This is an optimization exercise on Yosys and OpenROAD, whose aim is small area and a short achievable clock period, not a production implementation. Function was checked by simulation only, so behaviour that the tests miss may differ from the original. Power is estimated from default activity; no workload was simulated.

===== design.v =====
`default_nettype none
package rv_pkg;
  localparam int xlen = 32;
  localparam int reg_addr_w = 5;
  localparam logic [xlen-1:2] pc_reset_w = 30'h0000_0800;
  localparam logic [11:0] csr_tohost = 12'h51e;
  localparam logic [6:0] op_lui    = 7'b0110111;
  localparam logic [6:0] op_alu_r  = 7'b0110011;
  localparam logic [6:0] op_alu_i  = 7'b0010011;
  localparam logic [6:0] op_load   = 7'b0000011;
  localparam logic [6:0] op_store  = 7'b0100011;
  localparam logic [6:0] op_system = 7'b1110011;
  typedef struct packed {
    logic is_r;      
    logic is_i;      
    logic is_lui;
    logic we_nz;     
    logic load;      
    logic store;     
    logic csr;       
  } cls_t;
endpackage
`default_nettype wire
`timescale 1ns/1ns
`default_nettype none
module rv_decoder (
  input  logic [rv_pkg::xlen-1:0] instr,
  output rv_pkg::cls_t            cls
);
  logic [6:0] opcode;
  logic [2:0] funct3;
  logic       is_csr;
  assign opcode = instr[6:0];
  assign funct3 = instr[14:12];
  assign is_csr = opcode == rv_pkg::op_system && instr[31:20] == rv_pkg::csr_tohost &&
                  funct3[1:0] == 2'b01;
  always_comb begin
    cls.is_r   = opcode == rv_pkg::op_alu_r;
    cls.is_i   = opcode == rv_pkg::op_alu_i;
    cls.is_lui = opcode == rv_pkg::op_lui;
    cls.load   = opcode == rv_pkg::op_load  && funct3 == 3'b010;
    cls.store  = opcode == rv_pkg::op_store && funct3 == 3'b010;
    cls.csr    = is_csr;
    cls.we_nz  = (cls.is_r | cls.is_i | cls.is_lui | cls.load | is_csr) && instr[11:7] != 5'd0;
  end
endmodule
`default_nettype wire
`timescale 1ns/1ns
`default_nettype none
module rv_aoi222 (
  input  logic a1, a2, b1, b2, c1, c2,
  output logic y
);
  assign y = ~((a1 & a2) | (b1 & b2) | (c1 & c2));
endmodule
module rv_and4 (
  input  logic a, b, c, d,
  output logic y
);
  assign y = a & b & c & d;
endmodule
module rv_and3 (
  input  logic a, b, c,
  output logic y
);
  assign y = a & b & c;
endmodule
module rv_rdport (
  input  logic [31:1]       sel,
  input  logic [31*32-1:0]  regs,
  input  logic              sel_mem,
  input  logic [31:0]       mem_val,
  input  logic              sel_wb,
  input  logic [31:0]       wb_val,
  input  logic              sel_ld,
  input  logic [31:0]       ld_val,
  output logic [31:0]       q
);
  logic [33*32-1:0] td;
  logic [32:0]      ts;
  assign td = {wb_val, mem_val, regs};
  assign ts = {sel_wb, sel_mem, sel};
  for (genvar j = 0; j < 32; j++) begin : g_bit
    logic [10:0] t;
    logic [2:0]  n;
    logic        l_n;
    for (genvar g = 0; g < 11; g++) begin : g_aoi
      rv_aoi222 u_aoi (
        .a1 (ts[3*g]),   .a2 (td[32*(3*g)   + j]),
        .b1 (ts[3*g+1]), .b2 (td[32*(3*g+1) + j]),
        .c1 (ts[3*g+2]), .c2 (td[32*(3*g+2) + j]),
        .y  (t[g])
      );
    end
    rv_and4    u_n0 (.a(t[0]), .b(t[1]), .c(t[2]),  .d(t[3]), .y(n[0]));
    rv_and4    u_n1 (.a(t[4]), .b(t[5]), .c(t[6]),  .d(t[7]), .y(n[1]));
    rv_and3    u_n2 (.a(t[8]), .b(t[9]), .c(t[10]), .y(n[2]));
    rv_g_nand2 u_ld (.a(sel_ld), .b(ld_val[j]), .y(l_n));
    rv_g_nand4 u_q  (.a(n[0]), .b(n[1]), .c(n[2]), .d(l_n), .y(q[j]));
  end
endmodule
module rv_regfile (
  input  logic                          clk,
  input  logic                          reset,
  input  logic [rv_pkg::reg_addr_w-1:0] rd,
  input  logic                          we,
  input  logic [rv_pkg::xlen-1:0]       wdata,
  input  logic                          wb_pending,
  output logic [31:1]                   valid_next,
  input  logic [31:1]                   sel1,
  input  logic [31:1]                   sel2,
  input  logic [2:0]                    fsel1,
  input  logic [2:0]                    fsel2,
  input  logic [rv_pkg::xlen-1:0]       mem_val,
  input  logic [rv_pkg::xlen-1:0]       wb_val,
  input  logic [rv_pkg::xlen-1:0]       ld_val,
  output logic [rv_pkg::xlen-1:0]       rs1_data,
  output logic [rv_pkg::xlen-1:0]       rs2_data
);
  logic [rv_pkg::xlen-1:0] regs [1:31];
  logic [31:1]             valid;
  logic [31*32-1:0]        regs_flat;
  always_ff @(posedge clk) begin
    for (int i = 1; i < 32; i++) begin
      if (we && rd == i) regs[i] <= wdata;
    end
  end
  always_ff @(posedge clk) begin
    if (reset) begin
      valid <= '0;
    end else begin
      for (int i = 1; i < 32; i++) begin
        if (we && rd == i) valid[i] <= 1'b1;
      end
    end
  end
  always_comb begin
    for (int i = 1; i < 32; i++) begin
      valid_next[i] = valid[i] | (wb_pending && rd == i);
      regs_flat[32*(i-1) +: 32] = regs[i];
    end
  end
  rv_rdport u_port1 (
    .sel (sel1), .regs (regs_flat),
    .sel_mem (fsel1[0]), .mem_val (mem_val),
    .sel_wb  (fsel1[1]), .wb_val  (wb_val),
    .sel_ld  (fsel1[2]), .ld_val  (ld_val),
    .q (rs1_data)
  );
  rv_rdport u_port2 (
    .sel (sel2), .regs (regs_flat),
    .sel_mem (fsel2[0]), .mem_val (mem_val),
    .sel_wb  (fsel2[1]), .wb_val  (wb_val),
    .sel_ld  (fsel2[2]), .ld_val  (ld_val),
    .q (rs2_data)
  );
endmodule
`default_nettype wire
`timescale 1ns/1ns
`default_nettype none
module rv_g_xor2 (input logic a, b, output logic y);
  assign y = a ^ b;
endmodule
module rv_g_o21ai (input logic a1, a2, b1, output logic y);
  assign y = ~((a1 | a2) & b1);
endmodule
module rv_g_a21oi (input logic a1, a2, b1, output logic y);
  assign y = ~((a1 & a2) | b1);
endmodule
module rv_g_nand2b (input logic a_n, b, output logic y);
  assign y = ~(~a_n & b);
endmodule
module rv_ks_add (
  input  logic [31:0] a,
  input  logic [31:0] bx_n,
  input  logic        cin,
  output logic [31:0] sum,
  output logic        cout,
  output logic [31:0] p_n,    
  output logic [31:0] g_n     
);
  logic [32:0] gl [0:5];
  logic [32:0] pl [0:5];
  for (genvar i = 0; i < 32; i++) begin : g_pg
    rv_g_xor2   u_p (.a(a[i]), .b(bx_n[i]), .y(p_n[i]));
    rv_g_nand2b u_g (.a_n(bx_n[i]), .b(a[i]), .y(g_n[i]));
    assign gl[0][i+1] = g_n[i];
    assign pl[0][i+1] = p_n[i];
  end
  rv_g_inv u_cin (.a(cin), .y(gl[0][0]));
  assign pl[0][0] = 1'b1;    
  for (genvar l = 1; l <= 5; l++) begin : g_lvl
    localparam int d = 1 << (l - 1);
    for (genvar k = 0; k < 33; k++) begin : g_pos
      if (k >= d) begin : g_comb
        if (l % 2 == 1) begin : g_odd
          rv_g_o21ai u_g (.a1(pl[l-1][k]), .a2(gl[l-1][k-d]), .b1(gl[l-1][k]), .y(gl[l][k]));
          if (k >= 2*d) begin : g_p
            rv_g_nor2 u_p (.a(pl[l-1][k]), .b(pl[l-1][k-d]), .y(pl[l][k]));
          end else begin : g_p0
            assign pl[l][k] = 1'b0;
          end
        end else begin : g_even
          rv_g_a21oi u_g (.a1(pl[l-1][k]), .a2(gl[l-1][k-d]), .b1(gl[l-1][k]), .y(gl[l][k]));
          if (k >= 2*d) begin : g_p
            rv_g_nand2 u_p (.a(pl[l-1][k]), .b(pl[l-1][k-d]), .y(pl[l][k]));
          end else begin : g_p0
            assign pl[l][k] = 1'b1;
          end
        end
      end else begin : g_pass
        rv_g_inv u_g (.a(gl[l-1][k]), .y(gl[l][k]));
        assign pl[l][k] = (l % 2 == 1) ? 1'b0 : 1'b1;
      end
    end
  end
  for (genvar i = 0; i < 32; i++) begin : g_sum
    rv_g_xnor2 u_s (.a(p_n[i]), .b(gl[5][i]), .y(sum[i]));
  end
  assign cout = gl[5][32] | (pl[5][32] & cin);
endmodule
module rv_alu (
  input  logic [rv_pkg::xlen-1:0] a,
  input  logic [31:0] s,        
  input  logic [31:0] imm,      
  input  logic        is_r,
  input  logic        is_i,
  input  logic [2:0]  funct3,
  input  logic        bit30,
  output logic [rv_pkg::xlen-1:0] result
);
  logic        is_alu, sub, sel_add, sel_lt, sel_x, sel_o, sel_g, sel_sh, sh_left, sh_arith;
  logic        r_ns, r_s, nr;
  logic [31:0] imx, s_n, bx_n, sum, p_n, g_n, sh_res, rest_n, sum_t;
  logic        cout, lt;
  assign is_alu   = is_r | is_i;
  assign sel_add  = ~is_alu | funct3 == 3'b000;
  assign sub      = (is_r & funct3 == 3'b000 & bit30) | (is_alu & funct3[2:1] == 2'b01);
  assign sel_lt   = is_alu & funct3[2:1] == 2'b01;
  assign sel_x    = is_alu & funct3 == 3'b100;
  assign sel_o    = is_alu & funct3 == 3'b110;
  assign sel_g    = is_alu & funct3 == 3'b111;
  assign sel_sh   = is_alu & funct3[1:0] == 2'b01;
  assign sh_left  = ~funct3[2];
  assign sh_arith = funct3[2] & bit30;
  assign r_ns = is_r & ~sub;
  assign r_s  = is_r & sub;
  assign nr   = ~is_r;
  assign imx  = imm ^ {32{sub}};
  for (genvar i = 0; i < 32; i++) begin : g_b
    rv_g_inv  u_sn (.a(s[i]), .y(s_n[i]));
    rv_aoi222 u_bx (.a1(r_ns), .a2(s[i]), .b1(r_s), .b2(s_n[i]), .c1(nr), .c2(imx[i]), .y(bx_n[i]));
  end
  rv_ks_add u_add (.a(a), .bx_n(bx_n), .cin(sub), .sum(sum), .cout(cout), .p_n(p_n), .g_n(g_n));
  assign lt = funct3[0] ? ~cout : (p_n[31] ? a[31] : sum[31]);
  rv_shift u_shift (.a(a), .s(s[4:0]), .imm(imm[4:0]), .is_r(is_r), .left(sh_left), .arith(sh_arith),
                    .y(sh_res));
  rv_alu_rest u_rest (.p_n(p_n), .g_n(g_n), .sh(sh_res), .lt(lt), .sel_x(sel_x), .sel_o(sel_o),
                      .sel_g(sel_g), .sel_sh(sel_sh), .sel_lt(sel_lt), .y_n(rest_n));
  for (genvar i = 0; i < 32; i++) begin : g_res
    rv_g_nand2 u_t (.a(sel_add), .b(sum[i]), .y(sum_t[i]));
    rv_g_nand2 u_r (.a(sum_t[i]), .b(rest_n[i]), .y(result[i]));
  end
endmodule
module rv_alu_rest (
  input  logic [31:0] p_n,
  input  logic [31:0] g_n,
  input  logic [31:0] sh,
  input  logic        lt,
  input  logic        sel_x,
  input  logic        sel_o,
  input  logic        sel_g,
  input  logic        sel_sh,
  input  logic        sel_lt,
  output logic [31:0] y_n
);
  assign y_n = ~(({32{sel_x}}  & ~p_n)
               | ({32{sel_o}}  & ~(p_n & g_n))
               | ({32{sel_g}}  & ~g_n)
               | ({32{sel_sh}} & sh)
               | {31'b0, sel_lt & lt});
endmodule
module rv_shift (
  input  logic [31:0] a,
  input  logic [4:0]  s,
  input  logic [4:0]  imm,
  input  logic        is_r,
  input  logic        left,
  input  logic        arith,
  output logic [31:0] y
);
  logic [31:0] sh_in, s1, s2, sh_out;
  logic [4:0]  shamt;
  logic        fill;
  function automatic logic [31:0] rev32(input logic [31:0] x);
    for (int i = 0; i < 32; i++) rev32[i] = x[31-i];
  endfunction
  assign shamt = is_r ? s : imm;
  assign sh_in = left ? rev32(a) : a;
  assign fill  = arith & a[31];
  always_comb begin
    case (shamt[1:0])
      2'd0: s1 = sh_in;
      2'd1: s1 = {fill, sh_in[31:1]};
      2'd2: s1 = {{2{fill}}, sh_in[31:2]};
      default: s1 = {{3{fill}}, sh_in[31:3]};
    endcase
    case (shamt[3:2])
      2'd0: s2 = s1;
      2'd1: s2 = {{4{fill}}, s1[31:4]};
      2'd2: s2 = {{8{fill}}, s1[31:8]};
      default: s2 = {{12{fill}}, s1[31:12]};
    endcase
    sh_out = shamt[4] ? {{16{fill}}, s2[31:16]} : s2;
  end
  assign y = left ? rev32(sh_out) : sh_out;
endmodule
`default_nettype wire
`timescale 1ns/1ns
`default_nettype none
module rv_g_xnor2 (input logic a, b, output logic y);
  assign y = ~(a ^ b);
endmodule
module rv_g_nand2 (input logic a, b, output logic y);
  assign y = ~(a & b);
endmodule
module rv_g_nand3 (input logic a, b, c, output logic y);
  assign y = ~(a & b & c);
endmodule
module rv_g_nand4 (input logic a, b, c, d, output logic y);
  assign y = ~(a & b & c & d);
endmodule
module rv_g_nor2 (input logic a, b, output logic y);
  assign y = ~(a | b);
endmodule
module rv_g_nor3 (input logic a, b, c, output logic y);
  assign y = ~(a | b | c);
endmodule
module rv_g_a31oi (input logic a1, a2, a3, b1, output logic y);
  assign y = ~((a1 & a2 & a3) | b1);
endmodule
module rv_g_nor3b (input logic a, b, c, output logic y);
  assign y = ~(a | b | ~c);
endmodule
module rv_g_inv (input logic a, output logic y);
  assign y = ~a;
endmodule
module rv_g_mux2 (input logic a0, a1, s, output logic y);
  assign y = s ? a1 : a0;
endmodule
module rv_hazard_unit (
  input  logic [31:0] instr,
  input  logic [4:0]  rd_ex,
  input  logic        ld,
  input  logic        stall,
  output logic        front_hold,
  input  logic [31:2] pc_id,
  input  logic [31:2] pc_f,
  output logic [31:2] addr
);
  logic [4:0] x1, x2;
  logic g_n, gbp, gbq, f010, f001, kp1_n, kp2_n, kn1, kn2, o456_n;
  logic e1p_n, e2p_n, a1_n, b1_n, a2_n, b2_n, c3_n, v;
  logic t1a, t1b, t2a, t2b, u3;
  logic y1, y2, y3s;
  for (genvar k = 0; k < 5; k++) begin : g_eq
    rv_g_xnor2 u_x1 (.a(instr[15+k]), .b(rd_ex[k]), .y(x1[k]));
    rv_g_xnor2 u_x2 (.a(instr[20+k]), .b(rd_ex[k]), .y(x2[k]));
  end
  rv_g_nand3 u_g    (.a(ld), .b(instr[1]), .c(instr[0]), .y(g_n));
  rv_g_nor3  u_gbp  (.a(instr[6]), .b(instr[3]), .c(instr[2]), .y(gbp));
  rv_g_nor2  u_gbq  (.a(instr[3]), .b(instr[2]), .y(gbq));
  rv_g_nor3b u_f010 (.a(instr[14]), .b(instr[12]), .c(instr[13]), .y(f010));
  rv_g_nor3b u_f001 (.a(instr[14]), .b(instr[13]), .c(instr[12]), .y(f001));
  rv_g_nand3 u_kp1  (.a(instr[30]), .b(instr[28]), .c(instr[24]), .y(kp1_n));
  rv_g_nand3 u_kp2  (.a(instr[23]), .b(instr[22]), .c(instr[21]), .y(kp2_n));
  rv_g_nor3  u_kn1  (.a(instr[31]), .b(instr[29]), .c(instr[27]), .y(kn1));
  rv_g_nor3  u_kn2  (.a(instr[26]), .b(instr[25]), .c(instr[20]), .y(kn2));
  rv_g_nand3 u_o456 (.a(instr[4]), .b(instr[5]), .c(instr[6]), .y(o456_n));
  rv_g_nand4 u_e1p  (.a(x1[0]), .b(x1[1]), .c(x1[2]), .d(x1[3]), .y(e1p_n));
  rv_g_nand4 u_e2p  (.a(x2[0]), .b(x2[1]), .c(x2[2]), .d(x2[3]), .y(e2p_n));
  rv_g_nand3 u_a1   (.a(x1[4]), .b(gbp), .c(instr[4]), .y(a1_n));
  rv_g_nand3 u_b1   (.a(x1[4]), .b(gbp), .c(f010), .y(b1_n));
  rv_g_nand4 u_a2   (.a(x2[4]), .b(gbp), .c(instr[4]), .d(instr[5]), .y(a2_n));
  rv_g_nand4 u_b2   (.a(x2[4]), .b(gbp), .c(f010), .d(instr[5]), .y(b2_n));
  rv_g_nand4 u_c3   (.a(x1[4]), .b(gbq), .c(f001), .d(kn1), .y(c3_n));
  rv_g_nor3  u_v    (.a(kp1_n), .b(kp2_n), .c(o456_n), .y(v));
  rv_g_nor3  u_t1a  (.a(e1p_n), .b(a1_n), .c(g_n), .y(t1a));
  rv_g_nor3  u_t1b  (.a(e1p_n), .b(b1_n), .c(g_n), .y(t1b));
  rv_g_nor3  u_t2a  (.a(e2p_n), .b(a2_n), .c(g_n), .y(t2a));
  rv_g_nor3  u_t2b  (.a(e2p_n), .b(b2_n), .c(g_n), .y(t2b));
  rv_g_nor3  u_u3   (.a(e1p_n), .b(c3_n), .c(g_n), .y(u3));
  rv_g_nor2  u_y1   (.a(t1a), .b(t1b), .y(y1));
  rv_g_nor2  u_y2   (.a(t2a), .b(t2b), .y(y2));
  rv_g_a31oi u_y3s  (.a1(u3), .a2(kn2), .a3(v), .b1(stall), .y(y3s));
  rv_g_nand3 u_hold (.a(y1), .b(y2), .c(y3s), .y(front_hold));
  for (genvar q = 0; q < 4; q++) begin : g_grp
    logic h, h_n;
    rv_g_nand3 u_h  (.a(y1), .b(y2), .c(y3s), .y(h));
    rv_g_inv   u_hn (.a(h), .y(h_n));
    for (genvar k = 2 + 8*q; k < 10 + 8*q && k < 32; k++) begin : g_bit
      logic n1, n2;
      rv_g_nand2 u_n1 (.a(h),   .b(pc_id[k]), .y(n1));
      rv_g_nand2 u_n2 (.a(h_n), .b(pc_f[k]),  .y(n2));
      rv_g_nand2 u_o  (.a(n1),  .b(n2),       .y(addr[k]));
    end
  end
endmodule
`default_nettype wire
`default_nettype none
module rv_fwd_unit (
  input  logic [rv_pkg::reg_addr_w-1:0] rs1,
  input  logic [rv_pkg::reg_addr_w-1:0] rs2,
  input  logic                          use_rs1,
  input  logic [rv_pkg::reg_addr_w-1:0] rd_ex,
  input  logic                          we_nz_ex,
  input  logic [rv_pkg::reg_addr_w-1:0] rd_mem,
  input  logic                          we_nz_mem,
  input  logic                          load_mem,
  input  logic [31:1]                   valid_next,
  output logic [2:0]                    fsel1,
  output logic [2:0]                    fsel2,
  output logic [31:1]                   sel1,
  output logic [31:1]                   sel2
);
  logic m1, w1, m2, w2, en1, en2;
  assign m1 = we_nz_ex && rd_ex == rs1;
  assign w1 = we_nz_mem && rd_mem == rs1;
  assign m2 = we_nz_ex && rd_ex == rs2;
  assign w2 = we_nz_mem && rd_mem == rs2;
  assign fsel1 = {use_rs1 & ~m1 & w1 & load_mem, use_rs1 & ~m1 & w1 & ~load_mem, use_rs1 & m1};
  assign en1   = use_rs1 & ~m1 & ~w1;
  assign fsel2 = {~m2 & w2 & load_mem, ~m2 & w2 & ~load_mem, m2};
  assign en2   = ~m2 & ~w2;
  always_comb begin
    for (int i = 1; i < 32; i++) begin
      sel1[i] = en1 && rs1 == i && valid_next[i];
      sel2[i] = en2 && rs2 == i && valid_next[i];
    end
  end
endmodule
`default_nettype wire
`timescale 1ns/1ns
`default_nettype none
module rv_stage_reg #(
  parameter int width = 1
) (
  input  logic             clk,
  input  logic             reset,
  input  logic             hold,
  input  logic             bubble,
  input  logic [width-1:0] d,
  output logic [width-1:0] q
);
  always_ff @(posedge clk) begin
    if (reset) begin
      q <= '0;
    end else if (hold) begin
      q <= q;
    end else if (bubble) begin
      q <= '0;
    end else begin
      q <= d;
    end
  end
endmodule
`default_nettype wire
`timescale 1ns/1ns
`default_nettype none
module rv_core (
  input  logic                    clk,
  input  logic                    reset,
  output logic [rv_pkg::xlen-1:0] icache_addr,
  output logic                    icache_re,
  input  logic [rv_pkg::xlen-1:0] icache_dout,
  output logic [rv_pkg::xlen-1:0] dcache_addr,
  output logic [rv_pkg::xlen-1:0] dcache_din,
  output logic [3:0]              dcache_we,
  output logic                    dcache_re,
  input  logic [rv_pkg::xlen-1:0] dcache_dout,
  input  logic                    stall,
  output logic [rv_pkg::xlen-1:0] csr
);
  localparam int xlen = rv_pkg::xlen;
  logic [xlen-1:2] pc_id, pc_f;
  logic            id_valid;
  logic            front_hold;
  assign pc_f       = id_valid ? pc_id + 30'd1 : pc_id;
  always_ff @(posedge clk) begin
    if (reset) begin
      pc_id    <= rv_pkg::pc_reset_w;
      id_valid <= 1'b0;
    end else if (!front_hold) begin
      pc_id    <= pc_f;
      id_valid <= 1'b1;
    end
  end
  assign icache_addr[1:0] = 2'b00;
  assign icache_re   = 1'b1;
  rv_pkg::cls_t cls_id;
  rv_decoder u_decoder (
    .instr   (icache_dout),
    .cls     (cls_id)
  );
  logic [31:7]       ins_ex;
  logic [4:0]        rd_ex;
  logic              is_r_ex, is_i_ex, is_lui_ex;
  logic              we_nz_ex, load_ex, store_ex, csr_ex, ldnz_ex;
  logic [31:1]       sel1_ex, sel2_ex;
  logic [2:0]        fsel1_ex, fsel2_ex;
  logic [xlen-1:0]   res_mem, wdata_mem;
  logic [4:0]        rd_mem;
  logic              we_nz_mem, load_mem, store_mem, csr_mem;
  logic [xlen-1:0]   res_wb;
  logic [4:0]        rd_wb;
  logic              we_nz_wb, load_wb;
  logic [xlen-1:0]   mem_result;
  logic [31:1]       valid_next;
  logic [31:1]       sel1_id, sel2_id;
  logic [2:0]        fsel1_id, fsel2_id;
  rv_fwd_unit u_fwd (
    .rs1        (icache_dout[19:15]),
    .rs2        (icache_dout[24:20]),
    .use_rs1    (cls_id.is_r | cls_id.is_i | cls_id.load | cls_id.store |
                 (cls_id.csr & ~icache_dout[14])),
    .rd_ex      (rd_ex),
    .we_nz_ex   (we_nz_ex),
    .rd_mem     (rd_mem),
    .we_nz_mem  (we_nz_mem),
    .load_mem   (load_mem),
    .valid_next (valid_next),
    .fsel1      (fsel1_id),
    .fsel2      (fsel2_id),
    .sel1       (sel1_id),
    .sel2       (sel2_id)
  );
  always_ff @(posedge clk) begin
    if (!stall) begin
      ins_ex    <= icache_dout[31:7];
      is_r_ex   <= cls_id.is_r;
      is_i_ex   <= cls_id.is_i;
      is_lui_ex <= cls_id.is_lui;
      sel1_ex   <= sel1_id;
      sel2_ex   <= sel2_id;
      fsel1_ex  <= fsel1_id;
      fsel2_ex  <= fsel2_id;
    end
  end
  rv_stage_reg #(.width(5)) u_id_ex (
    .clk    (clk),
    .reset  (reset),
    .hold   (stall),
    .bubble (front_hold | ~id_valid),
    .d      ({cls_id.we_nz, cls_id.load, cls_id.store, cls_id.csr, cls_id.we_nz & cls_id.load}),
    .q      ({we_nz_ex, load_ex, store_ex, csr_ex, ldnz_ex})
  );
  logic [2:0]      f3_ex;
  logic [xlen-1:0] imm_ex, rf1, rf2, op_a, op_s, alu_result;
  assign rd_ex  = ins_ex[11:7];
  assign f3_ex  = ins_ex[14:12];
  rv_hazard_unit u_hazard (
    .instr      (icache_dout),
    .rd_ex      (rd_ex),
    .ld         (ldnz_ex),
    .stall      (stall),
    .front_hold (front_hold),
    .pc_id      (pc_id),
    .pc_f       (pc_f),
    .addr       (icache_addr[31:2])
  );
  rv_regfile u_regfile (
    .clk        (clk),
    .reset      (reset),
    .rd         (rd_wb),
    .we         (we_nz_wb & ~stall),
    .wdata      (load_wb ? dcache_dout : res_wb),
    .wb_pending (we_nz_wb),
    .valid_next (valid_next),
    .sel1       (sel1_ex),
    .sel2       (sel2_ex),
    .fsel1      (fsel1_ex),
    .fsel2      (fsel2_ex),
    .mem_val    (mem_result),
    .wb_val     (res_wb),
    .ld_val     (dcache_dout),
    .rs1_data   (rf1),
    .rs2_data   (rf2)
  );
  always_comb begin
    if (is_lui_ex)     imm_ex = {ins_ex[31:12], 12'b0};
    else if (store_ex) imm_ex = {{20{ins_ex[31]}}, ins_ex[31:25], ins_ex[11:7]};
    else if (csr_ex)   imm_ex = {27'b0, ins_ex[19:15] & {5{f3_ex[2]}}};
    else               imm_ex = {{20{ins_ex[31]}}, ins_ex[31:20]};
  end
  assign op_a  = rf1;
  assign op_s  = rf2;
  rv_alu u_alu (
    .a      (op_a),
    .s      (op_s),
    .imm    (imm_ex),
    .is_r   (is_r_ex),
    .is_i   (is_i_ex),
    .funct3 (f3_ex),
    .bit30  (ins_ex[30]),
    .result (alu_result)
  );
  always_ff @(posedge clk) begin
    if (!stall) begin
      res_mem   <= alu_result;
      wdata_mem <= op_s;
      rd_mem    <= rd_ex;
    end
  end
  rv_stage_reg #(.width(4)) u_ex_mem (
    .clk    (clk),
    .reset  (reset),
    .hold   (stall),
    .bubble (1'b0),
    .d      ({we_nz_ex, load_ex, store_ex, csr_ex}),
    .q      ({we_nz_mem, load_mem, store_mem, csr_mem})
  );
  assign dcache_addr = res_mem;
  assign dcache_din  = wdata_mem;
  assign dcache_re   = load_mem & ~stall;
  assign dcache_we   = {4{store_mem & ~stall}};
  always_ff @(posedge clk) begin
    if (reset) begin
      csr <= '0;
    end else if (!stall && csr_mem) begin
      csr <= res_mem;
    end
  end
  assign mem_result = csr_mem ? csr : res_mem;
  always_ff @(posedge clk) begin
    if (!stall) begin
      res_wb <= mem_result;
      rd_wb  <= rd_mem;
    end
  end
  rv_stage_reg #(.width(2)) u_mem_wb (
    .clk    (clk),
    .reset  (reset),
    .hold   (stall),
    .bubble (1'b0),
    .d      ({we_nz_mem, load_mem}),
    .q      ({we_nz_wb, load_wb})
  );
endmodule
`default_nettype wire

===== run.sh =====
#!/bin/bash
# synth_recipe.tcl (not shown) runs the flow's synth.tcl, then flattens the netlist and writes it again
# the make line also repeats each setting of config.mk as NAME=value (left out here)
make -C /OpenROAD-flow-scripts/flow DESIGN_CONFIG=/design/flow/config.mk WORK_HOME=/design/flow/orfs CLKGATE_MAP_FILE= SYNTH_SCRIPT=/design/flow/synth_recipe.tcl finish

===== config.mk =====
export PLATFORM = sky130hd
export DESIGN_NAME = rv_core
export DESIGN_NICKNAME = rv_core
export VERILOG_FILES = /design/flow/design.v
export SDC_FILE = /design/flow/constraint.sdc
export NUM_CORES = 4
export LEC_CHECK = 0
export CAP_MARGIN = 20
export CELL_PAD_IN_SITES_DETAIL_PLACEMENT = 1
export CORE_MARGIN = 2
export CORE_UTILIZATION = 40
export CTS_BUF_LIST = sky130_fd_sc_hd__clkbuf_4 sky130_fd_sc_hd__clkbuf_8
export SETUP_SLACK_MARGIN = 3.5
export SLEW_MARGIN = 20
export SYNTH_HIERARCHICAL = 1

===== constraint.sdc =====
create_clock -name core_clock -period 8.0 [get_ports {clk}]
set_input_delay 1.6000 -clock core_clock [delete_from_list [all_inputs] [get_ports {clk}]]
set_output_delay 1.6000 -clock core_clock [all_outputs]
set_load 0.01 [all_outputs]

==> run notes, run 1 <==
post-synth cell types 88; fill cell count around 15000; crit path cell chain buf_8, xnor2_1, nand4_1, nor3_2, nor2_4, buf_12, nand3_4, buf_6, nand2_2, nand2_1, buf_2; Routed Antenna Nets 0; Fin Setup TNS 0 ns; global-route wire length before repair about 380000 µm; row count about 140; CP startpoint kind input port; commonest cells in the synthesized netlist edfxtp_1 (1194), a222oi_1 (736), nand2_1 (510); cell area after synthesis ~60000 µm²; Post-Syn Area per Cell around 14 µm²; Final period util 0.610; final instance area roughly 73000 µm²; GPL Wtd Cong between 1 and 1.5; CP endpoint kind output port; Initial Util 0.404; worst-skew pair later-pin latency 1.00 ns; pin count of the biggest net entering global routing about 110; # clock sinks 1299; Leak 23.8 nW; Rel. slew slack 0.188; RR Startpoint sel2_ex[10]$_DFFE_PN_; drt drc 0; worst-margin pin slew 1.22 ns; Num CTS Buffers between 200 and 250; All-Layer GR Usage 0.343; Max Fclk slightly above 0.2 GHz; Area contributors post-synth edfxtp_1 (59%), a222oi_1 (12%), dfxtp_1 (3.5%); post-synthesis sequential area ratio 0.625; Mapped Cells ~4400; #FFs+latches synth roughly 1300; Final setup viols 0; drt initial violations 11840; Setup Slack @ Placement between 1.5 and 2 ns; ys async rst share 0; area share of the largest cell type after synthesis 0.591; share of cells above drive strength 1 0.241; total detailed-routing wirelength roughly 280000 µm; grt ovf 0; most common cell in the synthesized netlist edfxtp_1; Routed wire per std cell a little under 40 µm; final clock skew 0.0763 ns; chip width 394 µm; WS Path Type input port to output port; core area about 150000 µm²; CP max-delay cell nor3_2; Final Max Tran Viols 0; RSZ-0062 raised after global routing true; Cell Area, Placed 65500 µm²; IO Count between 200 and 250; Max stage delay on crit path ~0.32 ns; Final Hold Fails 0; Clock Root Buffer clkbuf_8; outcome timing/DRC/antenna clean; Worst Path Max Fanout 13; Worst-path clk slew approximately 0.06 ns; IO Port Bufs 197; worst setup path startpoint icache_dout[20]; Post-synth top flop edfxtp_1; First-pass DRT Iterations 11; number of global-route vias before repair 52156; hold wc startpoint u_id_ex.q[3]$_SDFFE_PP0N_; CP Data Required Time approximately 6.4 ns; initial antenna violation count 12; synth warn 20; area grow syn2layout 20.5%; total number of vias ~52000; total die area roughly 150000 µm²; die height 394 µm; clock buffer depth 3; final net count between 5000 and 6000; vias per inst between 7 and 8; Worst Hold Class flop to flop; post-route setup slack 3.12 ns; Worst EP arrival 3.28 ns; Post-synth EDFFs approximately 1200; H-tree depth 4; CTS tree built; peak supply drop 0.190 mV; leading area contributor after synthesis edfxtp_1; min Tclk post-route 4.88 ns; post-DP HPWL approximately 170000 µm; max_cap viols 0; pwr/cell area ~210 nW/µm²
area by class of cell:
| cell class | count | area [µm²] | share of cell area |
|---|---|---|---|
| antenna | 5 | 12.5 | 0.000171 |
| multi-input combinational | 2855 | 23000 | 0.315 |
| clock inverter | 101 | 674 | 0.00921 |
| timing repair buffer | 562 | 5050 | 0.0690 |
| clock buffer | 278 | 3430 | 0.0468 |
| sequential | 1299 | 38000 | 0.519 |
| inverter | 115 | 463 | 0.00633 |
| tap | 2016 | 2520 | 0.0345 |
modules after synthesis, one instance, submodules excluded, a selection:
module	cells	flops+latches
rv_regfile	1200	1023
rv_shift	370	0
rv_fwd_unit	228	0
rv_alu_rest	75	0
rv_ks_add	33	0
rv_decoder	24	0
rv_g_nor3b	1	0
rv_g_nor3	1	0
rv_and4	1	0
rv_g_nand4	1	0
rv_g_nand3	1	0
per-layer routing:
metal  global-route usage  share of wire  vias to the layer above
li1                     -              -                    20390
met1                0.420           0.34                    26122
met2                0.508           0.43                     4547
met3                0.111           0.15                     1035
met4                0.250          0.082                        0
met5                    0              0                        -
critical path: cells and delay by family:
kind	cells	cell delay [ns]
buffers and inverters	4	0.53
AND/OR/NAND/NOR	6	0.87
XOR/XNOR	1	0.23
flip-flops by register name (all words and copies together), names as in the netlist, 31 cells and up:
name and count:
csr 32, res_mem 32, res_wb 32, sel1_ex 31, sel2_ex 31, u_regfile.regs 992
u_regfile.valid 31, wdata_mem 32
per-stage QoR:
step,instances,util,hold WS (ns),power [mW]
2_1_floorplan,4441,-,0.421,8.83
3_3_place_gp,6615,0.436,0.438,9.58
3_5_place_dp,6615,0.436,0.465,9.60
4_1_cts,7207,0.483,0.473,15.4
5_1_grt,7228,0.487,0.495,15.9
6_report,7231,0.487,0.468,15.5
power by group:
part           switching [mW]  total, mW  internal [mW]
clock network            2.82       5.75           2.94
logic                    1.43       2.10          0.671
registers              0.0852       7.69           7.60
path summary, 6_finish.rpt:
kind	cells after the start	slack, ns	endpoint
max	11	3.12	icache_addr[4]
min	2	0.47	u_id_ex.q[3]$_SDFFE_PP0N_
max reg2reg	20	3.23	res_mem[0]$_DFFE_PN_
min reg2reg	2	0.47	u_id_ex.q[3]$_SDFFE_PP0N_
placed cells by master (no fill, tap or decap), types with 19 or more instances in the layout:
master and instances:
a21oi_1 73, a21oi_2 58, a222oi_1 736, and3_1 73, and4_1 83, and4_2 25
and4_4 25, buf_12 22, buf_2 29, buf_4 314, buf_6 41, clkbuf_4 64
clkbuf_8 214, clkdlybuf4s50_1 135, clkinv_1 65, dfxtp_1 94, edfxtp_1 1194, inv_1 107
mux2_2 59, mux2i_1 42, mux4_2 24, nand2_1 469, nand2_2 37, nand2b_1 50
nand3_1 40, nand4_1 101, nor2_1 115, nor2_2 25, nor2_4 41, nor3_1 40
nor4_1 32, nor4_2 27, o21ai_0 48, o21ai_1 73, o221a_1 30, o22ai_1 47
xnor2_1 98, xor2_1 39, xor2_4 19
timing repair:
action | 4_1_cts | 5_1_grt
gates cloned | 5 | 1
resized for setup | 558 | 125
setup endpoints to repair | 67 | 61
buffers inserted | 208 | 18
pin swaps | 193 | 41
hold buffers | 0 | 0
logic make-up after synthesis:
kind of cell / synth area share
XOR/XNOR: 0.0262
AO/OA/AOI/OAI: 0.170
buffers and inverters: 0.0250
adder cells (fa/ha/maj): 0.000206
multiplexers: 0.0346
flip-flops: 0.625
AND/OR/NAND/NOR: 0.119
other: 0.000124
==> run 2, diff against run 1 <==
--- a/design.v
+++ b/design.v
@@ -99,16 +99,19 @@
     rv_g_nand4 u_q  (.a(n[0]), .b(n[1]), .c(n[2]), .d(l_n), .y(q[j]));
   end
 endmodule
+module rv_g_and3 (input logic a, b, c, output logic y);
+  assign y = a & b & c;
+endmodule
 module rv_regfile (
   input  logic                          clk,
   input  logic                          reset,
   input  logic [rv_pkg::reg_addr_w-1:0] rd,
   input  logic                          we,
   input  logic [rv_pkg::xlen-1:0]       wdata,
-  input  logic                          wb_pending,
-  output logic [31:1]                   valid_next,
-  input  logic [31:1]                   sel1,
-  input  logic [31:1]                   sel2,
+  input  logic [3:0]                    lo1,
+  input  logic [7:0]                    hi1,
+  input  logic [3:0]                    lo2,
+  input  logic [7:0]                    hi2,
   input  logic [2:0]                    fsel1,
   input  logic [2:0]                    fsel2,
   input  logic [rv_pkg::xlen-1:0]       mem_val,
@@ -120,6 +123,7 @@
   logic [rv_pkg::xlen-1:0] regs [1:31];
   logic [31:1]             valid;
   logic [31*32-1:0]        regs_flat;
+  logic [31:1]             sel1, sel2;
   always_ff @(posedge clk) begin
     for (int i = 1; i < 32; i++) begin
       if (we && rd == i) regs[i] <= wdata;
@@ -136,10 +140,13 @@
   end
   always_comb begin
     for (int i = 1; i < 32; i++) begin
-      valid_next[i] = valid[i] | (wb_pending && rd == i);
       regs_flat[32*(i-1) +: 32] = regs[i];
     end
   end
+  for (genvar i = 1; i < 32; i++) begin : g_sel
+    rv_g_and3 u_s1 (.a(lo1[i % 4]), .b(hi1[i / 4]), .c(valid[i]), .y(sel1[i]));
+    rv_g_and3 u_s2 (.a(lo2[i % 4]), .b(hi2[i / 4]), .c(valid[i]), .y(sel2[i]));
+  end
   rv_rdport u_port1 (
     .sel (sel1), .regs (regs_flat),
     .sel_mem (fsel1[0]), .mem_val (mem_val),
@@ -172,18 +179,18 @@
 endmodule
 module rv_ks_add (
   input  logic [31:0] a,
-  input  logic [31:0] bx_n,
+  input  logic [31:0] bx,
   input  logic        cin,
   output logic [31:0] sum,
-  output logic        cout,
+  output logic        cout_n,
   output logic [31:0] p_n,    
   output logic [31:0] g_n     
 );
   logic [32:0] gl [0:5];
   logic [32:0] pl [0:5];
   for (genvar i = 0; i < 32; i++) begin : g_pg
-    rv_g_xor2   u_p (.a(a[i]), .b(bx_n[i]), .y(p_n[i]));
-    rv_g_nand2b u_g (.a_n(bx_n[i]), .b(a[i]), .y(g_n[i]));
+    rv_g_xnor2 u_p (.a(a[i]), .b(bx[i]), .y(p_n[i]));
+    rv_g_nand2 u_g (.a(a[i]), .b(bx[i]), .y(g_n[i]));
     assign gl[0][i+1] = g_n[i];
     assign pl[0][i+1] = p_n[i];
   end
@@ -217,7 +224,7 @@
   for (genvar i = 0; i < 32; i++) begin : g_sum
     rv_g_xnor2 u_s (.a(p_n[i]), .b(gl[5][i]), .y(sum[i]));
   end
-  assign cout = gl[5][32] | (pl[5][32] & cin);
+  rv_g_a21oi u_cout (.a1(pl[5][32]), .a2(cin), .b1(gl[5][32]), .y(cout_n));
 endmodule
 module rv_alu (
   input  logic [rv_pkg::xlen-1:0] a,
@@ -230,9 +237,9 @@
   output logic [rv_pkg::xlen-1:0] result
 );
   logic        is_alu, sub, sel_add, sel_lt, sel_x, sel_o, sel_g, sel_sh, sh_left, sh_arith;
-  logic        r_ns, r_s, nr;
-  logic [31:0] imx, s_n, bx_n, sum, p_n, g_n, sh_res, rest_n, sum_t;
-  logic        cout, lt;
+  logic        r_ns, r_s, nr, ltu_sel, lts_sel, k2, ltu_t, lts_t;
+  logic [31:0] imx, s_n, bx, sum, p_n, g_n, sh_res, rest_n, sum_t;
+  logic        cout_n;
   assign is_alu   = is_r | is_i;
   assign sel_add  = ~is_alu | funct3 == 3'b000;
   assign sub      = (is_r & funct3 == 3'b000 & bit30) | (is_alu & funct3[2:1] == 2'b01);
@@ -243,42 +250,55 @@
   assign sel_sh   = is_alu & funct3[1:0] == 2'b01;
   assign sh_left  = ~funct3[2];
   assign sh_arith = funct3[2] & bit30;
+  assign ltu_sel  = sel_lt & funct3[0];
+  assign lts_sel  = sel_lt & ~funct3[0];
   assign r_ns = is_r & ~sub;
   assign r_s  = is_r & sub;
   assign nr   = ~is_r;
   assign imx  = imm ^ {32{sub}};
   for (genvar i = 0; i < 32; i++) begin : g_b
-    rv_g_inv  u_sn (.a(s[i]), .y(s_n[i]));
-    rv_aoi222 u_bx (.a1(r_ns), .a2(s[i]), .b1(r_s), .b2(s_n[i]), .c1(nr), .c2(imx[i]), .y(bx_n[i]));
+    logic t0, t1, t2;
+    rv_g_inv   u_sn (.a(s[i]), .y(s_n[i]));
+    rv_g_nand2 u_t0 (.a(r_ns), .b(s[i]),   .y(t0));
+    rv_g_nand2 u_t1 (.a(r_s),  .b(s_n[i]), .y(t1));
+    rv_g_nand2 u_t2 (.a(nr),   .b(imx[i]), .y(t2));
+    rv_g_nand3 u_bx (.a(t0), .b(t1), .c(t2), .y(bx[i]));
   end
-  rv_ks_add u_add (.a(a), .bx_n(bx_n), .cin(sub), .sum(sum), .cout(cout), .p_n(p_n), .g_n(g_n));
-  assign lt = funct3[0] ? ~cout : (p_n[31] ? a[31] : sum[31]);
+  rv_ks_add u_add (.a(a), .bx(bx), .cin(sub), .sum(sum), .cout_n(cout_n), .p_n(p_n), .g_n(g_n));
   rv_shift u_shift (.a(a), .s(s[4:0]), .imm(imm[4:0]), .is_r(is_r), .left(sh_left), .arith(sh_arith),
                     .y(sh_res));
-  rv_alu_rest u_rest (.p_n(p_n), .g_n(g_n), .sh(sh_res), .lt(lt), .sel_x(sel_x), .sel_o(sel_o),
-                      .sel_g(sel_g), .sel_sh(sel_sh), .sel_lt(sel_lt), .y_n(rest_n));
+  rv_alu_rest u_rest (.p_n(p_n), .g_n(g_n), .sh(sh_res), .a31(a[31]), .sel_x(sel_x), .sel_o(sel_o),
+                      .sel_g(sel_g), .sel_sh(sel_sh), .lts_sel(lts_sel), .k2(k2), .y_n(rest_n));
   for (genvar i = 0; i < 32; i++) begin : g_res
     rv_g_nand2 u_t (.a(sel_add), .b(sum[i]), .y(sum_t[i]));
-    rv_g_nand2 u_r (.a(sum_t[i]), .b(rest_n[i]), .y(result[i]));
+    if (i == 0) begin : g_lt
+      rv_g_nand2 u_lu (.a(ltu_sel), .b(cout_n),  .y(ltu_t));
+      rv_g_nand2 u_ls (.a(k2),      .b(sum[31]), .y(lts_t));
+      rv_g_nand4 u_r  (.a(sum_t[i]), .b(ltu_t), .c(lts_t), .d(rest_n[i]), .y(result[i]));
+    end else begin : g_nolt
+      rv_g_nand2 u_r (.a(sum_t[i]), .b(rest_n[i]), .y(result[i]));
+    end
   end
 endmodule
 module rv_alu_rest (
   input  logic [31:0] p_n,
   input  logic [31:0] g_n,
   input  logic [31:0] sh,
-  input  logic        lt,
+  input  logic        a31,
   input  logic        sel_x,
   input  logic        sel_o,
   input  logic        sel_g,
   input  logic        sel_sh,
-  input  logic        sel_lt,
+  input  logic        lts_sel,
+  output logic        k2,
   output logic [31:0] y_n
 );
+  assign k2  = lts_sel & ~p_n[31];
   assign y_n = ~(({32{sel_x}}  & ~p_n)
                | ({32{sel_o}}  & ~(p_n & g_n))
                | ({32{sel_g}}  & ~g_n)
                | ({32{sel_sh}} & sh)
-               | {31'b0, sel_lt & lt});
+               | {31'b0, lts_sel & p_n[31] & a31});
 endmodule
 module rv_shift (
   input  logic [31:0] a,
@@ -417,11 +437,12 @@
   input  logic [rv_pkg::reg_addr_w-1:0] rd_mem,
   input  logic                          we_nz_mem,
   input  logic                          load_mem,
-  input  logic [31:1]                   valid_next,
   output logic [2:0]                    fsel1,
   output logic [2:0]                    fsel2,
-  output logic [31:1]                   sel1,
-  output logic [31:1]                   sel2
+  output logic [3:0]                    lo1,
+  output logic [7:0]                    hi1,
+  output logic [3:0]                    lo2,
+  output logic [7:0]                    hi2
 );
   logic m1, w1, m2, w2, en1, en2;
   assign m1 = we_nz_ex && rd_ex == rs1;
@@ -433,9 +454,13 @@
   assign fsel2 = {~m2 & w2 & load_mem, ~m2 & w2 & ~load_mem, m2};
   assign en2   = ~m2 & ~w2;
   always_comb begin
-    for (int i = 1; i < 32; i++) begin
-      sel1[i] = en1 && rs1 == i && valid_next[i];
-      sel2[i] = en2 && rs2 == i && valid_next[i];
+    for (int k = 0; k < 4; k++) begin
+      lo1[k] = en1 && rs1[1:0] == k;
+      lo2[k] = en2 && rs2[1:0] == k;
+    end
+    for (int k = 0; k < 8; k++) begin
+      hi1[k] = rs1[4:2] == k;
+      hi2[k] = rs2[4:2] == k;
     end
   end
 endmodule
@@ -506,7 +531,8 @@
   logic [4:0]        rd_ex;
   logic              is_r_ex, is_i_ex, is_lui_ex;
   logic              we_nz_ex, load_ex, store_ex, csr_ex, ldnz_ex;
-  logic [31:1]       sel1_ex, sel2_ex;
+  logic [3:0]        lo1_ex, lo2_ex;
+  logic [7:0]        hi1_ex, hi2_ex;
   logic [2:0]        fsel1_ex, fsel2_ex;
   logic [xlen-1:0]   res_mem, wdata_mem;
   logic [4:0]        rd_mem;
@@ -515,8 +541,8 @@
   logic [4:0]        rd_wb;
   logic              we_nz_wb, load_wb;
   logic [xlen-1:0]   mem_result;
-  logic [31:1]       valid_next;
-  logic [31:1]       sel1_id, sel2_id;
+  logic [3:0]        lo1_id, lo2_id;
+  logic [7:0]        hi1_id, hi2_id;
   logic [2:0]        fsel1_id, fsel2_id;
   rv_fwd_unit u_fwd (
     .rs1        (icache_dout[19:15]),
@@ -528,11 +554,12 @@
     .rd_mem     (rd_mem),
     .we_nz_mem  (we_nz_mem),
     .load_mem   (load_mem),
-    .valid_next (valid_next),
     .fsel1      (fsel1_id),
     .fsel2      (fsel2_id),
-    .sel1       (sel1_id),
-    .sel2       (sel2_id)
+    .lo1        (lo1_id),
+    .hi1        (hi1_id),
+    .lo2        (lo2_id),
+    .hi2        (hi2_id)
   );
   always_ff @(posedge clk) begin
     if (!stall) begin
@@ -540,8 +567,10 @@
       is_r_ex   <= cls_id.is_r;
       is_i_ex   <= cls_id.is_i;
       is_lui_ex <= cls_id.is_lui;
-      sel1_ex   <= sel1_id;
-      sel2_ex   <= sel2_id;
+      lo1_ex    <= lo1_id;
+      hi1_ex    <= hi1_id;
+      lo2_ex    <= lo2_id;
+      hi2_ex    <= hi2_id;
       fsel1_ex  <= fsel1_id;
       fsel2_ex  <= fsel2_id;
     end
@@ -574,10 +603,10 @@
     .rd         (rd_wb),
     .we         (we_nz_wb & ~stall),
     .wdata      (load_wb ? dcache_dout : res_wb),
-    .wb_pending (we_nz_wb),
-    .valid_next (valid_next),
-    .sel1       (sel1_ex),
-    .sel2       (sel2_ex),
+    .lo1        (lo1_ex),
+    .hi1        (hi1_ex),
+    .lo2        (lo2_ex),
+    .hi2        (hi2_ex),
     .fsel1      (fsel1_ex),
     .fsel2      (fsel2_ex),
     .mem_val    (mem_result),
--- a/config.mk
+++ b/config.mk
@@ -10,6 +10,7 @@
 export CORE_MARGIN = 2
 export CORE_UTILIZATION = 40
 export CTS_BUF_LIST = sky130_fd_sc_hd__clkbuf_4 sky130_fd_sc_hd__clkbuf_8
-export SETUP_SLACK_MARGIN = 3.5
+export PLACE_DENSITY = 0.45
+export SETUP_SLACK_MARGIN = 3.25
 export SLEW_MARGIN = 20
 export SYNTH_HIERARCHICAL = 1
==> run 2 against run 1 <==
Net effect: still clean; via count decreased by 6.0%; synthesized area decreased by 3.4%; core utilization decreased by 0.10 points; critical path type unchanged; largest cell class unchanged.
==> run notes, run 2 <==
core area between 100000 and 150000 µm²; vias per inst roughly 7.0; CP startpoint kind input port; total number of vias 48990; pin count of the biggest net entering global routing a little over 100; area grow syn2layout 20.6%; CP max-delay cell nand4_1; Fin Setup TNS 0 ns; H-tree depth 4; total detailed-routing wirelength 281000 µm; max reg flops 992; worst-skew pair later-pin latency ~0.95 ns; met1 WL about 110000 µm; RSZ-0062 raised after global routing true; most common cell in the synthesized netlist edfxtp_1; Clock Root Buffer clkbuf_8; Post-Syn Area per Cell 13.5 µm²; First-pass DRT Iterations 12; Worst EP arrival 3.35 ns; drt initial violations ~9000; grt ovf 0; sw power 4.88 mW; post-synthesis sequential area ratio 0.628; share of cells above drive strength 1 0.235; crit path cell chain buf_12, xnor2_4, nand4_1, buf_6, nor3_4, nor2_4, buf_12, nand3_4, clkinvlp_4, buf_6, nand2_2, nand2_2, buf_6; area share of the largest cell type after synthesis 0.592; Initial Util 0.403; outcome timing/DRC/antenna clean; Routed Antenna Nets 0; final clock skew 0.0496 ns; Max Fclk about 0.2 GHz; Worst Hold Class flop to flop; CP Data Required Time ~6.4 ns; #FFs+latches synth between 1000 and 1500; pwr/cell area 232 nW/µm²; Final Hold Fails 0; WS Path Type input port to output port; crit-path most repeated cell buf_6; Cell Area, Placed about 64000 µm²; DR WL met3 around 32000 µm; Biggest register u_regfile.regs; number of cells on the critical path 13; post-synth cell types between 80 and 90; Comb power frac 0.173; ys async rst share 0; Met2 Wirelength around 120000 µm; hold depth 2; CTS tree built; commonest non-fill, non-tap cell in the layout edfxtp_1; Final period util 0.619; commonest cells in the synthesized netlist edfxtp_1 (1156), a222oi_1 (704), nand2_1 (617); All-Layer GR Usage 0.362; leading area contributor after synthesis edfxtp_1; hold wc startpoint u_ex_mem.q[1]$_SDFFE_PP0N_; IO Port Bufs between 150 and 200; global-route wire length before repair 383000 µm; Worst-path clk slew around 0.060 ns; most frequent cells in the layout edfxtp_1 (1156), a222oi_1 (704), nand2_1 (573); synth warn 20; Worst Path Max Fanout 6; clock buffer depth 3; Routed wire per std cell 40.1 µm; Leak 22.8 nW; Hold Worst Slack approximately 0.46 ns; total die area ~150000 µm²; CP endpoint kind output port; IO Count between 200 and 250; Internal 11.5 mW; Area contributors post-synth edfxtp_1 (59%), a222oi_1 (12%), nand2_1 (3.9%); total power about 16 mW; Post-synth top flop edfxtp_1; Seq pwr share 0.465; GPL Wtd Cong around 0.96; max_cap viols 0; drt drc 0; Final Max Tran Viols 0; worst setup path startpoint icache_dout[16]; top routing layer in use met5; die height 387 µm; Reg2Reg Depth 14; row count between 100 and 150; clock network power share 0.363; Crit path max-delay family buffers and inverters; peak supply drop around 0.14 mV; cell area after synthesis between 50000 and 60000 µm²; number of global-route vias before repair ~48000; min Tclk post-route 4.95 ns; initial antenna violation count 10; switch share 0.297; final net count 4994; Rel. slew slack 0.212; RR Startpoint hi1_ex[3]$_DFFE_PN_; hold buffers post-CTS 0; Final setup viols 0; # clock sinks between 1000 and 1500; worst-margin pin slew roughly 1.2 ns; final instance area approximately 70000 µm²; Num CTS Buffers ~220; Post-synth EDFFs 1156; worst path bufs/invs 6; Max stage delay on crit path between 0.2 and 0.25 ns; Mapped Cells approximately 4400; post-DP HPWL around 180000 µm; chip width 387 µm
==> run 2: worst paths after layout <==
path              slack [ns]                    endpoint
setup reg to reg        3.24        res_mem[0]$_DFFE_PN_
hold / removal          0.46  u_ex_mem.q[1]$_SDFFE_PP0N_
setup / recovery        3.05             icache_addr[22]
hold reg to reg         0.46  u_ex_mem.q[1]$_SDFFE_PP0N_
==> run 2: cells by family (layout without fill, tap and decap cells) <==
group,Yosys count,after routing,synth area share
buf+inv,267,998,0.0223
compound gates,1105,1105,0.167
fa+ha+maj,1,1,0.000213
xor+xnor,177,177,0.0264
flops,1261,1261,0.628
simple gates,1372,1375,0.120
mux,169,171,0.0358
other cells,2,14,0.000128
==> run 2: tightest hold or removal path: stages, from the launching register on <==
cell	delay [ns]
dfxtp_1	0.31
nand2_1	0.06
a21oi_1	0.05
==> run 2: modules after synthesis (local to each module, per instance), excerpt <==
module,cell area [µm²],cells,copies in the design,flip-flops and latches
rv_g_nor3,10.0,1,9,0
rv_g_o21ai,5.00,1,78,0
rv_shift,2820,370,1,0
rv_g_nor2,3.75,1,60,0
rv_ks_add,240,32,1,0
rv_and3,6.26,1,64,0
rv_core,9140,711,1,227
rv_g_nor3b,12.5,1,2,0
rv_g_nand3,5.00,1,43,0
rv_alu,444,57,1,0
rv_g_and3,6.26,1,62,0
rv_alu_rest,589,78,1,0
==> run 2: area by class of cell <==
class / instances / area (µm²)
clock buffers: 279 / 3520
diodes: 5 / 12.5
fillers: 14635 / 74800
flip-flops and latches: 1261 / 36800
inverters: 117 / 464
repair buffers: 491 / 4380
multi-input cells: 2838 / 22300
clock inverters: 111 / 766
well taps: 1917 / 2400
==> run 2: timing repair <==
item | 4_1_cts | 5_1_grt
buffers inserted | 117 | 47
gates resized for setup | 426 | 221
endpoints found under the setup margin | 62 | 66
cloned | 4 | 2
pin swaps | 83 | 68
==> run 2: stage by stage <==
stage | cells | setup WS [ns] | utilization
2_1_floorplan | 4361 | 3.29 | -
3_3_place_gp | 6453 | 1.76 | 0.436
3_5_place_dp | 6453 | 1.68 | 0.436
4_1_cts | 6964 | 3.13 | 0.477
5_1_grt | 7018 | 2.97 | 0.486
6_report | 7019 | 3.05 | 0.486
==> run 2: metal layers <==
metal	track usage	vias to the layer above
met5	0	-
met4	0.173	4
met3	0.0887	610
met2	0.550	3204
met1	0.486	25315
li1	-	19857
==> run 2: power groups by stage <==
stage	sequential [mW]	clock, mW	combinational (mW)
detailed placement	7.76	0	2.41
CTS	7.62	6.02	2.60
global placement	7.76	0	2.41
finish	7.62	5.95	2.83
floorplan	7.71	0	1.38
global route	7.63	6.30	2.94
==> run 3, diff against run 2 <==
--- a/config.mk
+++ b/config.mk
@@ -8,9 +8,9 @@
 export CAP_MARGIN = 20
 export CELL_PAD_IN_SITES_DETAIL_PLACEMENT = 1
 export CORE_MARGIN = 2
-export CORE_UTILIZATION = 40
+export CORE_UTILIZATION = 50
 export CTS_BUF_LIST = sky130_fd_sc_hd__clkbuf_4 sky130_fd_sc_hd__clkbuf_8
-export PLACE_DENSITY = 0.45
-export SETUP_SLACK_MARGIN = 3.25
+export PLACE_DENSITY = 0.55
+export SETUP_SLACK_MARGIN = 3.4
 export SLEW_MARGIN = 20
 export SYNTH_HIERARCHICAL = 1
==> run 3 against run 2 <==
Net effect: core utilization is 13 points higher; non-clock buffer count is 46 higher; synthesized area is the same; setup slack better by 0.11 ns; largest cell class unchanged; still clean on timing, DRC and antenna; wire length down 5.6%; sequential power hardly changed; via count is 2.8% higher; clock power is 3.5% lower; power fell by 1.3%; fmax grew 2.2%.
==> run notes, run 3 <==
outcome timing/DRC/antenna clean; area occupied by multi-input gates ~22000 µm²; initial antenna violation count 8; worst path bufs/invs 5; pin count of the biggest net entering global routing roughly 170; crit-path most repeated cell buf_6; final net count 5030; multiplexer share of the synthesized area 0.0358; leading area contributor after synthesis edfxtp_1; drt initial violations approximately 11000; Crit path max-delay family simple AND/OR/NAND/NOR gates; fill cell count ~11000; area share of the largest cell type after synthesis 0.592; min Tclk post-route just under 5 ns; GPL Wtd Cong roughly 1.1; chip width roughly 350 µm; Post-synth top flop edfxtp_1; ys async rst share 0; Max stage delay on crit path 0.21 ns; Register-to-Register Setup Slack ~3.3 ns; post-route setup slack 3.16 ns; Setup Slack @ Placement between 1.5 and 2 ns; die height 347 µm; Rel. slew slack 0.201; final clock skew 0.0535 ns; max_cap viols 0; clock buffer depth 3; sequential standard cell area between 30000 and 40000 µm²; hold buffers post-CTS 0; core area 116000 µm²; drt drc 0; total detailed-routing wirelength 266000 µm; post-synthesis xor/xnor area fraction 0.0264; Worst Path Max Fanout 7; Synth Area in Simple Gates 0.120; pwr/cell area approximately 230 nW/µm²; main combinational cell family by area after synthesis compound AO/OA/AOI/OAI gates; crit path cell chain buf_12, xnor2_2, nand4_1, buf_6, nor3_4, nor2_4, buf_12, nand3_4, buf_6, nand2_2, nand2_2, buf_6; Routed wire per std cell between 30 and 40 µm; cell area after synthesis between 50000 and 60000 µm²; CP Data Required Time between 6 and 7 ns; total number of vias between 50000 and 60000; global-route wire length before repair approximately 350000 µm; total die area about 120000 µm²; Routed Antenna Nets 0; commonest non-fill, non-tap cell in the layout edfxtp_1; WS Path Type input port to output port; Final setup viols 0; Reg2Reg Depth 18; post-synthesis sequential area ratio 0.628; IO Count around 200; post-DP HPWL between 150000 and 200000 µm; Max Fclk just over 0.2 GHz; Fin Setup TNS 0 ns; grt ovf 0; RR Startpoint hi2_ex[5]$_DFFE_PN_; hold wc startpoint csr[18]$_SDFFE_PP0P_; area share of fa/ha/maj cells after synthesis 0.000213; most common cell in the synthesized netlist edfxtp_1; Num CTS Buffers approximately 210; CP startpoint kind input port; Inst Count DP 6052; peak supply drop roughly 0.20 mV; Post-synth EDFFs ~1200; Worst-path clk slew 0.05 ns; #FFs+latches synth 1261; max reg flops between 900 and 1000; area grow syn2layout 21.3%; share of cells above drive strength 1 0.241; Compound-Gate Fraction of Synth Area 0.167; Worst Hold Class flop to flop; All-Layer GR Usage 0.411; vias per inst ~7.6; Initial Util 0.505; Final Max Tran Viols 0; CP endpoint kind output port; Final period util 0.605; Mapped Cells about 4400; RSZ-0062 raised after global routing true; # clock sinks roughly 1300; post-synth cell types 88; Clock Root Buffer clkbuf_8; number of global-route vias before repair about 49000; IO Port Bufs 197; Final Hold Fails 0; Biggest register u_regfile.regs; worst-skew pair later-pin latency about 0.95 ns; CP max-delay cell nand4_1; commonest cells in the synthesized netlist edfxtp_1 (1156), a222oi_1 (704), nand2_1 (617); Post-Syn Area per Cell roughly 13 µm²; Leak ~23 nW; row count ~130; capturing point of the worst reg2reg path res_mem[25]$_DFFE_PN_; most frequent cells in the layout edfxtp_1 (1156), a222oi_1 (704), nand2_1 (574); Post-Layout Cell Count around 6600; First-pass DRT Iterations 13; Worst EP arrival roughly 3.2 ns; CTS tree built; synth warn 20; H-tree depth 4; Worst Hold End csr[18]$_SDFFE_PP0P_; Area contributors post-synth edfxtp_1 (59%), a222oi_1 (12%), nand2_1 (3.9%); hold depth 2; worst-margin pin slew between 1 and 1.5 ns
[run 3: cell counts after synthesis]
No cell type changed its count.
[run 3: where the power goes]
group,internal [mW],leakage (nW),switching (mW)
registers,7.49,11.4,0.119
clock network,3.02,2.15,2.72
logic,0.971,9.52,1.86
total,11.5,23.1,4.71
[run 3: how the worst max path moves through the flow]
| stage | from | endpoint | depth (start not counted) |
|---|---|---|---|
| 2_1_floorplan | stall | csr[23]$_SDFFE_PP0P_ | 5 |
| 3_3_place_gp | icache_dout[18] | icache_addr[14] | 10 |
| 3_5_place_dp | icache_dout[19] | icache_addr[17] | 10 |
| 4_1_cts | icache_dout[16] | icache_addr[17] | 12 |
| 5_1_grt | icache_dout[20] | icache_addr[13] | 11 |
| 6_report | icache_dout[17] | icache_addr[14] | 12 |
[run 3: worst min-delay path, stage by stage, from the launching register on]
cell	delay (ns)
dfxtp_1	0.32
nand2_1	0.06
a21oi_1	0.05
[run 3: stage by stage]
stage / cell area (µm²) / utilization / power [mW] / hold slack (ns)
after global placement: 62900 / 0.541 / 10.0 / 0.440
after CTS: 68700 / 0.591 / 15.9 / 0.461
final: 71200 / 0.612 / 16.2 / 0.473
after detailed placement: 62900 / 0.541 / 10.1 / 0.453
after floorplan: 58700 / - / 9.09 / 0.421
after global routing: 71200 / 0.612 / 16.6 / 0.492
[run 3: cells by family (layout without fill, tap and decap cells)]
logic type / count (synthesis) / in the layout
and+or+nand+nor: 1372 / 1376
DFF: 1261 / 1261
AOI/OAI and AO/OA: 1105 / 1105
buffers and inverters: 267 / 1015
xor gates and xnor gates: 177 / 177
muxes: 169 / 170
other: 2 / 12
adders and majority gates: 1 / 1
[run 3: layout make-up]
class / count / share of cell area
Sequential cell: 1261 / 0.518
Clock buffer: 280 / 0.0491
Multi-Input combinational cell: 2838 / 0.315
Timing Repair Buffer: 537 / 0.0769
Tap cell: 1524 / 0.0268
Inverter: 117 / 0.00651
Antenna cell: 3 / 0.000106
Clock inverter: 81 / 0.00832
[run 3: timing repair]
item,in CTS,in global routing
gates resized for setup,434,355
setup endpoints to repair,67,66
setup buffers,110,89
pin swaps,93,110
cloned,5,20
endpoints found under the hold margin,0,0
[run 3: Yosys stat by module, one instance, submodules excluded, excerpt]
module	copies in the design	area, µm²	cells	flip-flops and latches
rv_g_a21oi	57	8.76	1	0
rv_g_a31oi	1	6.26	1	0
rv_g_nand2	393	3.75	1	0
rv_core	1	9140	711	227
rv_g_nand4	70	6.26	1	0
rv_shift	1	2820	370	0
rv_g_and3	62	6.26	1	0
rv_g_nor3	9	10.0	1	0
rv_g_nand3	43	5.00	1	0
rv_fwd_unit	1	542	74	0
rv_g_xnor2	74	8.76	1	0
rv_ks_add	1	240	32	0
[run 3: per-layer routing]
layer  vias to the layer above  global-route usage  part of all wire
met5                         -                   0           0.00015
met4                         6               0.231             0.064
met3                       739               0.109              0.14
met2                      4273               0.609              0.43
met1                     25433               0.550              0.36
li1                      19925                   -                 -
==> run 4, diff against run 3 <==
--- a/config.mk
+++ b/config.mk
@@ -10,6 +10,8 @@
 export CORE_MARGIN = 2
 export CORE_UTILIZATION = 50
 export CTS_BUF_LIST = sky130_fd_sc_hd__clkbuf_4 sky130_fd_sc_hd__clkbuf_8
+export CTS_CLUSTER_DIAMETER = 80
+export CTS_CLUSTER_SIZE = 12
 export PLACE_DENSITY = 0.55
 export SETUP_SLACK_MARGIN = 3.4
 export SLEW_MARGIN = 20
==> run 4 against run 3 <==
Net effect: clock skew shrank 0.0095 ns; first-iteration DRC count fell by 2.8%; setup slack better by 0.024 ns; wire length is 3.4% lower; power shrank 11%; largest power group unchanged; synthesized area is the same; critical path depth is 1 lower; non-clock buffer count decreased by 45.
==> run notes, run 4 <==
Crit path max-delay family simple AND/OR/NAND/NOR gates; worst-skew pair later-pin latency between 0.8 and 0.9 ns; hold buffers post-CTS 0; area grow syn2layout 16.8%; Routed wire per std cell 40.0 µm; All-Layer GR Usage 0.406; commonest cells in the synthesized netlist edfxtp_1 (1156), a222oi_1 (704), nand2_1 (617); total number of vias 49140; Worst Path Max Fanout 7; initial antenna violation count 7; Final period util 0.602; #FFs+latches synth 1261; max reg flops 992; CP max-delay cell nor3b_4; Post-synth EDFFs 1156; Cell Area, Placed around 63000 µm²; post-synthesis xor/xnor area fraction 0.0264; Num CTS Buffers 117; clock buffer depth 3; CTS tree built; Worst EP arrival 3.22 ns; WS Path Type input port to output port; Synth Area in Simple Gates 0.120; synth warn 20; CP Data Required Time around 6.4 ns; Compound-Gate Fraction of Synth Area 0.167; final clock skew 0.0439 ns; Post-Syn Area per Cell 13.5 µm²; most frequent cells in the layout edfxtp_1 (1156), a222oi_1 (704), nand2_1 (587); commonest non-fill, non-tap cell in the layout edfxtp_1; RR Startpoint lo2_ex[1]$_DFFE_PN_; Fin Setup TNS 0 ns; Routed Antenna Nets 0; cell area after synthesis a little under 60000 µm²; most common cell in the synthesized netlist edfxtp_1; worst path bufs/invs 4; final net count between 4000 and 5000; multiplexer share of the synthesized area 0.0358; Clock Root Buffer clkbuf_8; Final Max Tran Viols 0; IO Count between 200 and 250; Finished Core Util 0.590; fill cell count approximately 11000; number of cells on the critical path 11; leading area contributor after synthesis edfxtp_1; vias per inst roughly 7.7; hold wc startpoint csr[18]$_SDFFE_PP0P_; area share of the largest cell type after synthesis 0.592; Area contributors post-synth edfxtp_1 (59%), a222oi_1 (12%), nand2_1 (3.9%); Reg2Reg Depth 19; Post-synth top flop edfxtp_1; Rel. slew slack 0.236; area share of fa/ha/maj cells after synthesis 0.000213; CP endpoint kind output port; final instance area 68500 µm²; max_cap viols 0; Max stage delay on crit path approximately 0.27 ns; GPL Wtd Cong roughly 1.1; Worst Hold Class flop to flop; total die area approximately 120000 µm²; die height roughly 350 µm; Max Fclk 0.208 GHz; Final Hold Fails 0; chip width 347 µm; outcome timing/DRC/antenna clean; Worst-path clk slew ~0.09 ns; grt ovf 0; post-synth cell types slightly below 90; Leak roughly 22 nW; drt drc 0; drt initial violations 11074
run 4: path summary, 6_finish.rpt:
path	end	slack, ns
setup / recovery	icache_addr[17]	3.18
hold / removal	csr[18]$_SDFFE_PP0P_	0.48
setup reg to reg	res_mem[12]$_DFFE_PN_	3.29
hold reg to reg	csr[18]$_SDFFE_PP0P_	0.48
run 4: Yosys stat by module (local to each module, per instance), excerpt:
module | area [µm²] | flip-flops and latches | cells
rv_regfile | 31100 | 1023 | 1150
rv_core | 9140 | 227 | 711
rv_fwd_unit | 542 | 0 | 74
rv_alu | 444 | 0 | 57
rv_ks_add | 240 | 0 | 32
rv_decoder | 176 | 0 | 24
rv_g_a21oi | 8.76 | 0 | 1
rv_and4 | 8.76 | 0 | 1
rv_g_xnor2 | 8.76 | 0 | 1
rv_and3 | 6.26 | 0 | 1
rv_g_and3 | 6.26 | 0 | 1
rv_g_a31oi | 6.26 | 0 | 1
rv_g_o21ai | 5.00 | 0 | 1
rv_g_nand2 | 3.75 | 0 | 1
run 4: metal layers:
metal | GRT usage | wire length (µm) | up-vias
li1 | - | - | 19572
met1 | 0.558 | 94500 | 24837
met2 | 0.609 | 112000 | 4114
met3 | 0.0904 | 34500 | 613
met4 | 0.204 | 15600 | 4
met5 | 0 | 26 | -
run 4: worst reg2reg max path, cell delays in order, from the launching register on:
cell	delay, ns
edfxtp_1	0.41
buf_6	0.18
and3_2	0.29
buf_12	0.22
a222oi_1	0.43
and3_1	0.25
nand4_1	0.13
buf_6	0.16
mux2i_4	0.21
buf_4	0.19
clkbuf_16	0.16
buf_4	0.16
mux2i_4	0.34
mux2i_2	0.20
mux4_2	0.53
a21o_1	0.23
mux2i_1	0.14
nand2_1	0.11
o221a_1	0.15
nand2_1	0.09
run 4: final cells by class:
| class | count | area, µm² | share of cell area |
|---|---|---|---|
| antenna | 7 | 17.5 | 0.000256 |
| clock buffer | 168 | 2000 | 0.0292 |
| clock inverter | 13 | 146 | 0.00214 |
| inverter | 117 | 458 | 0.00668 |
| multi-input combinational | 2839 | 22300 | 0.326 |
| sequential | 1261 | 36800 | 0.538 |
| tap | 1524 | 1910 | 0.0278 |
| timing repair buffer | 492 | 4830 | 0.0705 |
run 4: report_power, final:
part           switching (mW)  internal [mW]
logic                    1.87          0.970
clock network            2.29           1.63
registers               0.117           7.47
total                    4.28           10.1
run 4: cell families after synthesis:
kind of cell,after synthesis
xor+xnor,177
mux,169
fa+ha+maj,1
other cells,2
buf+inv,267
compound gates,1105
flops,1261
simple gates,1372
run 4: stage by stage:
stage                     hold WS [ns]  total power [mW]  worst slack [ns]  cells
after global routing             0.497              14.7              3.14   6417
after global placement           0.440              10.0              1.73   6052
after CTS                        0.466              14.1              3.21   6352
final                            0.475              14.4              3.18   6421
after floorplan                  0.421              9.09              3.40   4361
after detailed placement         0.453              10.1              1.62   6052
run 4: what timing repair did:
action,4_1_cts,5_1_grt
setup endpoints to repair,69,77
setup buffers,113,51
resized for setup,397,313
gates cloned,6,10
pin swaps,85,102

[port drivers added, routing unchanged]
No port has a modelled driver above. Below, the same layouts with a new extraction and two added sets of constraints. Step 1: set_driving_cell puts a clkbuf_16 on clk and a buf_2 on each other input, an assumption about the parent block. Step 2 also shifts input and output timing later by t, the mid clock arrival at the registers, as if the neighbouring blocks saw the same clock. Three values: no drivers, after step 1, after step 2; two values: the first two.
run	shift t [ns]	setup WS [ns]
run 1	1.038	3.117 / 3.076 / 2.325
run 2	1.000	3.052 / 3.002 / 2.435
run 3	1.011	3.158 / 3.092 / 2.570
run 4	0.922	3.182 / 3.146 / 2.350
After both steps every run listed still meets setup and hold.
